This is an optimization exercise on Yosys and OpenROAD, whose aim is small area, a short achievable clock period and few clock cycles per item, not a production implementation. The RTL of this run was laid out without a check of its function. Power is estimated from default activity; no workload was simulated.

--- design/flow/run.sh ---
#!/bin/bash
# synth_recipe.tcl (not shown) runs the flow's synth.tcl, then flattens the netlist and writes it again
# the make line also repeats each setting of config.mk as NAME=value (left out here)
make -C /OpenROAD-flow-scripts/flow DESIGN_CONFIG=/design/flow/config.mk WORK_HOME=/design/flow/orfs CLKGATE_MAP_FILE= SYNTH_SCRIPT=/design/flow/synth_recipe.tcl finish
--- design/flow/config.mk ---
export PLATFORM = sky130hd
export DESIGN_NAME = task_priority_queue
export DESIGN_NICKNAME = task_priority_queue
export VERILOG_FILES = /design/flow/design.v
export SDC_FILE = /design/flow/constraint.sdc
export NUM_CORES = 4
export LEC_CHECK = 0
export CAP_MARGIN = 20
export CORE_MARGIN = 2
export CORE_UTILIZATION = 40
export SLEW_MARGIN = 20
--- design/flow/constraint.sdc ---
create_clock -name core_clock -period 3.7 [get_ports {clk}]
set_input_delay 0.7400 -clock core_clock [delete_from_list [all_inputs] [get_ports {clk}]]
set_output_delay 0.7400 -clock core_clock [all_outputs]
set_load 0.01 [all_outputs]
--- design/flow/design.v ---
`default_nettype none
package tpq_pkg;
	typedef enum logic {
		OP_ENQ = 1'b0,
		OP_DEQ = 1'b1
	} op_t;
	typedef enum logic [1:0] {
		ST_OK    = 2'd0,
		ST_FULL  = 2'd1,
		ST_EMPTY = 2'd2
	} status_t;
	typedef struct packed {
		logic [7:0]  prio;
		logic [15:0] arrival;
		logic [15:0] service;
		logic [7:0]  dev;
	} entry_t;
	typedef struct packed {
		logic enq;
		logic deq;
	} ctrl_t;
endpackage
`default_nettype wire
`default_nettype none
module tpq_cell (
	input  wire logic   clk,
	input  wire tpq_pkg::ctrl_t  ctrl,
	input  wire logic   occupied,
	input  wire tpq_pkg::entry_t new_entry,
	input  wire tpq_pkg::entry_t left_entry,
	input  wire logic   left_ahead,
	input  wire tpq_pkg::entry_t right_entry,
	output tpq_pkg::entry_t      slot_q,
	output logic        ahead
);
	always_comb begin
		ahead = occupied && ((slot_q.prio > new_entry.prio) ||
			((slot_q.prio == new_entry.prio) && (slot_q.arrival < new_entry.arrival)));
	end
	always_ff @(posedge clk) begin
		if (ctrl.enq) begin
			if (!ahead) begin
				if (left_ahead) begin
					slot_q <= new_entry;
				end else begin
					slot_q <= left_entry;
				end
			end
		end else if (ctrl.deq) begin
			slot_q <= right_entry;
		end
	end
endmodule
`default_nettype wire
`default_nettype none
module task_priority_queue
#(
	parameter int QUEUE_DEPTH = 16
) (
	input  wire logic        clk,
	input  wire logic        arst_n,
	input  wire logic        req_valid,
	output      logic        req_ready,
	input  wire logic        req_operation,
	input  wire logic [7:0]  req_priority_req,
	input  wire logic [15:0] req_arrive_tick,
	input  wire logic [15:0] req_run_cycles,
	input  wire logic [7:0]  req_owner_tag,
	output      logic        rsp_valid,
	input  wire logic        rsp_ready,
	output      logic [1:0]  rsp_status,
	output      logic        rsp_task_valid,
	output      logic [7:0]  rsp_out_priority,
	output      logic [15:0] rsp_out_arrive_tick,
	output      logic [15:0] rsp_out_run_cycles,
	output      logic [7:0]  rsp_out_owner_tag,
	output      logic [4:0]  rsp_occupancy
);
	localparam int CW = $clog2(QUEUE_DEPTH + 1);
	logic [CW-1:0]   count_q;
	logic            fire;
	logic            is_full;
	logic            is_empty;
	tpq_pkg::ctrl_t           ctrl;
	tpq_pkg::entry_t          new_entry;
	logic [QUEUE_DEPTH*48-1:0] slot_v;    
	logic [QUEUE_DEPTH:0]      ahead_v;
	logic [CW-1:0]   count_next;
	logic            ovalid_q;
	tpq_pkg::status_t         status_q;
	logic            tvalid_q;
	tpq_pkg::entry_t          oentry_q;
	logic [4:0]      occ_q;
	assign req_ready = !ovalid_q || rsp_ready;
	assign fire      = req_valid && req_ready;
	assign is_full   = (count_q == CW'(QUEUE_DEPTH));
	assign is_empty  = (count_q == '0);
	assign ctrl.enq = fire && (tpq_pkg::op_t'(req_operation) == tpq_pkg::OP_ENQ) && !is_full;
	assign ctrl.deq = fire && (tpq_pkg::op_t'(req_operation) == tpq_pkg::OP_DEQ) && !is_empty;
	assign new_entry.prio    = req_priority_req;
	assign new_entry.arrival = req_arrive_tick;
	assign new_entry.service = req_run_cycles;
	assign new_entry.dev     = req_owner_tag;
	assign ahead_v[0] = 1'b1;
	for (genvar i = 0; i < QUEUE_DEPTH; i++) begin : g_cell
		tpq_cell u_cell (
			.clk         (clk),
			.ctrl        (ctrl),
			.occupied    (count_q > CW'(i)),
			.new_entry   (new_entry),
			.left_entry  (slot_v[((i == 0) ? 0 : i - 1)*48 +: 48]),
			.left_ahead  (ahead_v[i]),
			.right_entry (slot_v[((i == QUEUE_DEPTH - 1) ? i : i + 1)*48 +: 48]),
			.slot_q      (slot_v[i*48 +: 48]),
			.ahead       (ahead_v[i+1])
		);
	end
	always_comb begin
		count_next = count_q;
		if (ctrl.enq) begin
			count_next = count_q + CW'(1);
		end else if (ctrl.deq) begin
			count_next = count_q - CW'(1);
		end
	end
	always_ff @(posedge clk or negedge arst_n) begin
		if (!arst_n) begin
			count_q  <= '0;
			ovalid_q <= 1'b0;
		end else begin
			count_q <= count_next;
			if (fire) begin
				ovalid_q <= 1'b1;
			end else if (rsp_ready) begin
				ovalid_q <= 1'b0;
			end
		end
	end
	always_ff @(posedge clk) begin
		if (fire) begin
			occ_q    <= 5'(count_next);
			tvalid_q <= ctrl.deq;
			if (ctrl.deq) begin
				oentry_q <= slot_v[47:0];
			end else begin
				oentry_q <= '0;
			end
			if (ctrl.enq || ctrl.deq) begin
				status_q <= tpq_pkg::ST_OK;
			end else if (tpq_pkg::op_t'(req_operation) == tpq_pkg::OP_ENQ) begin
				status_q <= tpq_pkg::ST_FULL;
			end else begin
				status_q <= tpq_pkg::ST_EMPTY;
			end
		end
	end
	assign rsp_valid           = ovalid_q;
	assign rsp_status          = status_q;
	assign rsp_task_valid      = tvalid_q;
	assign rsp_out_priority    = oentry_q.prio;
	assign rsp_out_arrive_tick = oentry_q.arrival;
	assign rsp_out_run_cycles  = oentry_q.service;
	assign rsp_out_owner_tag   = oentry_q.dev;
	assign rsp_occupancy       = occ_q;
endmodule
`default_nettype wire
==> run notes <==
registers in the layout, summed over array words and instances (netlist names):
name	flops
tvalid_q	1
status_q	2
g_cell.u_cell.slot_q	768
occ_q	5
oentry_q	48
count_q	5
ovalid_q	1
final cells by class:
type                       instances  area, um^2  share of cell area (%)
multi-input combinational       4640       31830                   44.12
sequential                       830       24890                   34.50
timing repair buffer             816        8999                   12.47
clock buffer                     123        2681                   3.716
tap                             1930        2415                   3.347
clock inverter                    70       750.7                   1.040
inverter                         148       578.1                  0.8012
antenna                            1       2.502                0.003468
what timing repair did:
item                       CTS  global route
hold buffers                 0             0
setup buffers                3             0
setup endpoints to repair   48             0
metal layers:
metal	up-vias	part of all wire [%]
met5	-	0.010
met4	4	5.9
met3	908	12
met2	4322	43
met1	29080	39
li1	25040	-
logic make-up (layout without fill, tap and decap cells):
| logic type | after synthesis | in the layout | synth area share (%) |
|---|---|---|---|
| compound gates | 1442 | 1442 | 19.04 |
| buf+inv | 758 | 1157 | 5.538 |
| flops | 830 | 830 | 41.89 |
| fa+ha+maj | 373 | 373 | 7.854 |
| other cells | 0 | 1 | 0 |
| xor+xnor | 3 | 3 | 0.04422 |
| mux | 212 | 212 | 3.916 |
| simple gates | 2610 | 2610 | 21.71 |
per-stage QoR:
step | hold slack [ns] | setup slack, ns
final | 0.2089 | 0.1014
after global routing | 0.2043 | 0.06978
after CTS | 0.1734 | 0.06465
after detailed placement | 0.5674 | -0.9331
after global placement | 0.5598 | -0.9460
after floorplan | 0.4444 | -1.045
power groups by stage:
| stage | Clock, mW | Combinational (mW) | Sequential (mW) |
|---|---|---|---|
| 3_5_place_dp | 0 | 15.8 | 14.2 |
| 6_report | 10.5 | 16.5 | 14.1 |
| 5_1_grt | 10.9 | 17.1 | 14.3 |
| 3_3_place_gp | 0 | 15.5 | 14.2 |
| 4_1_cts | 10.6 | 15.9 | 14.1 |
| 2_1_floorplan | 0 | 8.07 | 13.7 |
layout by cell type, fill, tap and decap left out, types with 79 or more instances in the layout:
| cell type | n |
|---|---|
| buf_12 | 206 |
| and3_1 | 170 |
| buf_4 | 499 |
| o21ai_0 | 106 |
| clkbuf_16 | 102 |
| nand2b_1 | 85 |
| mux2_2 | 156 |
| nor3_1 | 680 |
| o221ai_1 | 363 |
| nor2_1 | 803 |
| inv_1 | 140 |
| ha_1 | 371 |
| a221oi_1 | 79 |
| a21oi_1 | 108 |
| a211oi_1 | 195 |
| o22ai_1 | 166 |
| nand2_1 | 282 |
| or3_1 | 203 |
| edfxtp_1 | 824 |
| clkdlybuf4s50_1 | 110 |
| a311oi_1 | 143 |
worst max-delay path: stages:
cell and delay, ns:
clkdlybuf4s50_1 0.51, inv_1 0.13, ha_1 0.32, o21ai_0 0.17, a31oi_1 0.10, o31ai_1 0.79, a2111o_1 0.46, o31ai_4 0.09
buf_12 0.15, buf_4 0.16, buf_12 0.16, a221oi_1 0.29
worst max-delay path by stage:
stage / from / to / slack, ns / cells past startpoint
floorplan: req_priority_req[5] / g_cell[13].u_cell.slot_q[0] / -1.05 / 7
global placement: req_arrive_tick[1] / g_cell[2].u_cell.slot_q[31] / -0.95 / 10
detailed placement: req_arrive_tick[1] / g_cell[2].u_cell.slot_q[30] / -0.93 / 10
CTS: req_arrive_tick[0] / g_cell[14].u_cell.slot_q[27] / 0.06 / 9
global route: req_arrive_tick[1] / g_cell[3].u_cell.slot_q[27] / 0.07 / 12
finish: req_arrive_tick[1] / g_cell[3].u_cell.slot_q[26] / 0.10 / 12
==> results.yml <==
layout:
  num-fill-cells: 13520
  syn_to_final_growth_pct: 21.42
  finalInstanceArea_um2: 72150
  drive_gt1_share_pct: 18.30
  final_nets: 6964
  fin_cells: 8558
  fin_util_pct: 48.86
grt:
  grt_pass1_vias: 57220
  met2_usage_pct: 52.28
  grt.total_usage_pct: 34.70
  grt_start_max_net_pins: 77
  busiest_layer: "met2"
  grt_use_met1_pct: 46.14
  overflow: 0
  antenna_found_initial: 9
  grt_pass1_wl_um: 393500
  use_met3_pct: 8.397
power:
  combPwrFrac_pct: 40.1
  leakagePower_nw: 26.50
  powerDensity_nw_per_um2: 570.7
  internal_power_mw: 24.49
  p_switching_mw: 16.68
  clockPowerShare_pct: 25.6
  peakVddDrop_mv: 0.4203
  seqPwrFrac_pct: 34.3
  swShare_pct: 40.51
  power_mw: 41.17
cts:
  cts_root_buf: "clkbuf_16"
  htreeDepth: 3
  clkTransAtPathRegs_ns: 0.06
  cts-resized-gates: 0
  numCtsBuffers: 102
  cts_tree: "built"
  clock_sink_count: 830
  insertion_delay_ns: 0.80
  clock_path_buffers: 3
timing:
  slew_violations: 0
  hold_viol: 0
  fin_worst_skew_ns: 0.1074
  rsz0062_at_grt: "false"
  finalSetupTns_ns: 0
  clock.fmax_mhz: 277.9
  worst_pin_slew_ns: 0.9526
  fin_crit_ns: 3.599
  period_share_pct: 97.26
  setup_viol: 0
  max_slew_margin_pct: 35.95
detailed_routing:
  remaining_drc_errors: 0
  drt_iter0_markers: 8139
  antenna_left: 0
  drtPass1Iterations: 7
  wire_per_inst_um: 31.58
  postRouteWirelength_um: 270200
  viasPerCell: 6.936
  vias: 59360
floorplanning:
  die_w_um: 389.4
  die_h_um: 389.4
  die-area_um2: 151700
  core_um2: 147700
  start_util_pct: 40.24
  num_rows: 141
  pin_count: 111
logic_synthesis:
  synth_top_area_cell: "edfxtp_1"
  synth_cells: 6228
  ys_top_cells_by_count: "edfxtp_1 (824), nor2_1 (807), nor3_1 (681)"
  yosysWarningCount: 2
  yosysMostFrequentCell: "edfxtp_1"
  synth-seq-cells: 830
  synth.avg_cell_area_um2: 9.542
  yosysUniqueCellTypes: 87
  async_flop_share_pct: 0.7229
  synth_top_area_share_pct: 41.64
  synth_edf_count: 824
  synth_flop_cell: "edfxtp_1"
  syn-num-nets: 6654
  yosys-top-cells-area: "edfxtp_1 (42%), ha_1 (7.9%), nor3_1 (5.7%)"
  syn_area_um2: 59420
  yosysSeqAreaShare_pct: 41.89
critical_path:
  reg2reg_to: "g_cell[15].u_cell.slot_q[24]"
  path_max_fanout: 16
  endpoint_kind: "flip-flop"
  startpoint_type: "input pin"
  r2r_cells: 9
  crit_type: "in -> reg"
  r2r_setup_slack_ns: 0.34
  required_ns: 4.21
  regToRegStartpoint: "g_cell[14].u_cell.slot_q[24]"
  arrival_ns: 4.11
place:
  dp_hpwl_um: 189100
  place_congestion: 1.004
  dp.cells: 8360
  place_area_um2: 68650
  port-buffer-count: 110
worst_hold_path:
  worstHoldPathType: "in -> async"
flow_run:
  cap_violations: 0
outcome:
  status: "complete, no violations"

-- what the ideal ports hide --
How much do the figures lean on ideal ports? The routed layout below was timed once more, with nothing changed but the port constraints. Step 1 assumes that a clkbuf_16 drives the clock port and a buf_2 every other input. Step 2 also shifts input and output timing later by t, the mid clock arrival at the registers, as if the neighbouring blocks saw the same clock. Three values: no drivers, after step 1, after step 2; two values: the first two.
t, ns: 0.828
setup WS [ns]: 0.101 / 0.150 / -0.678
hold WS [ns]: 0.209 / 0.155 / 0.516
worst setup path after step 2: input to register
slew at the worst register clock pin (ns): 0.07 / 0.07
With both steps, setup timing fails in this run, where it was met with ideal ports. The setup slack of this run moves by +0.049 ns with the drivers and by -0.779 ns with both steps.
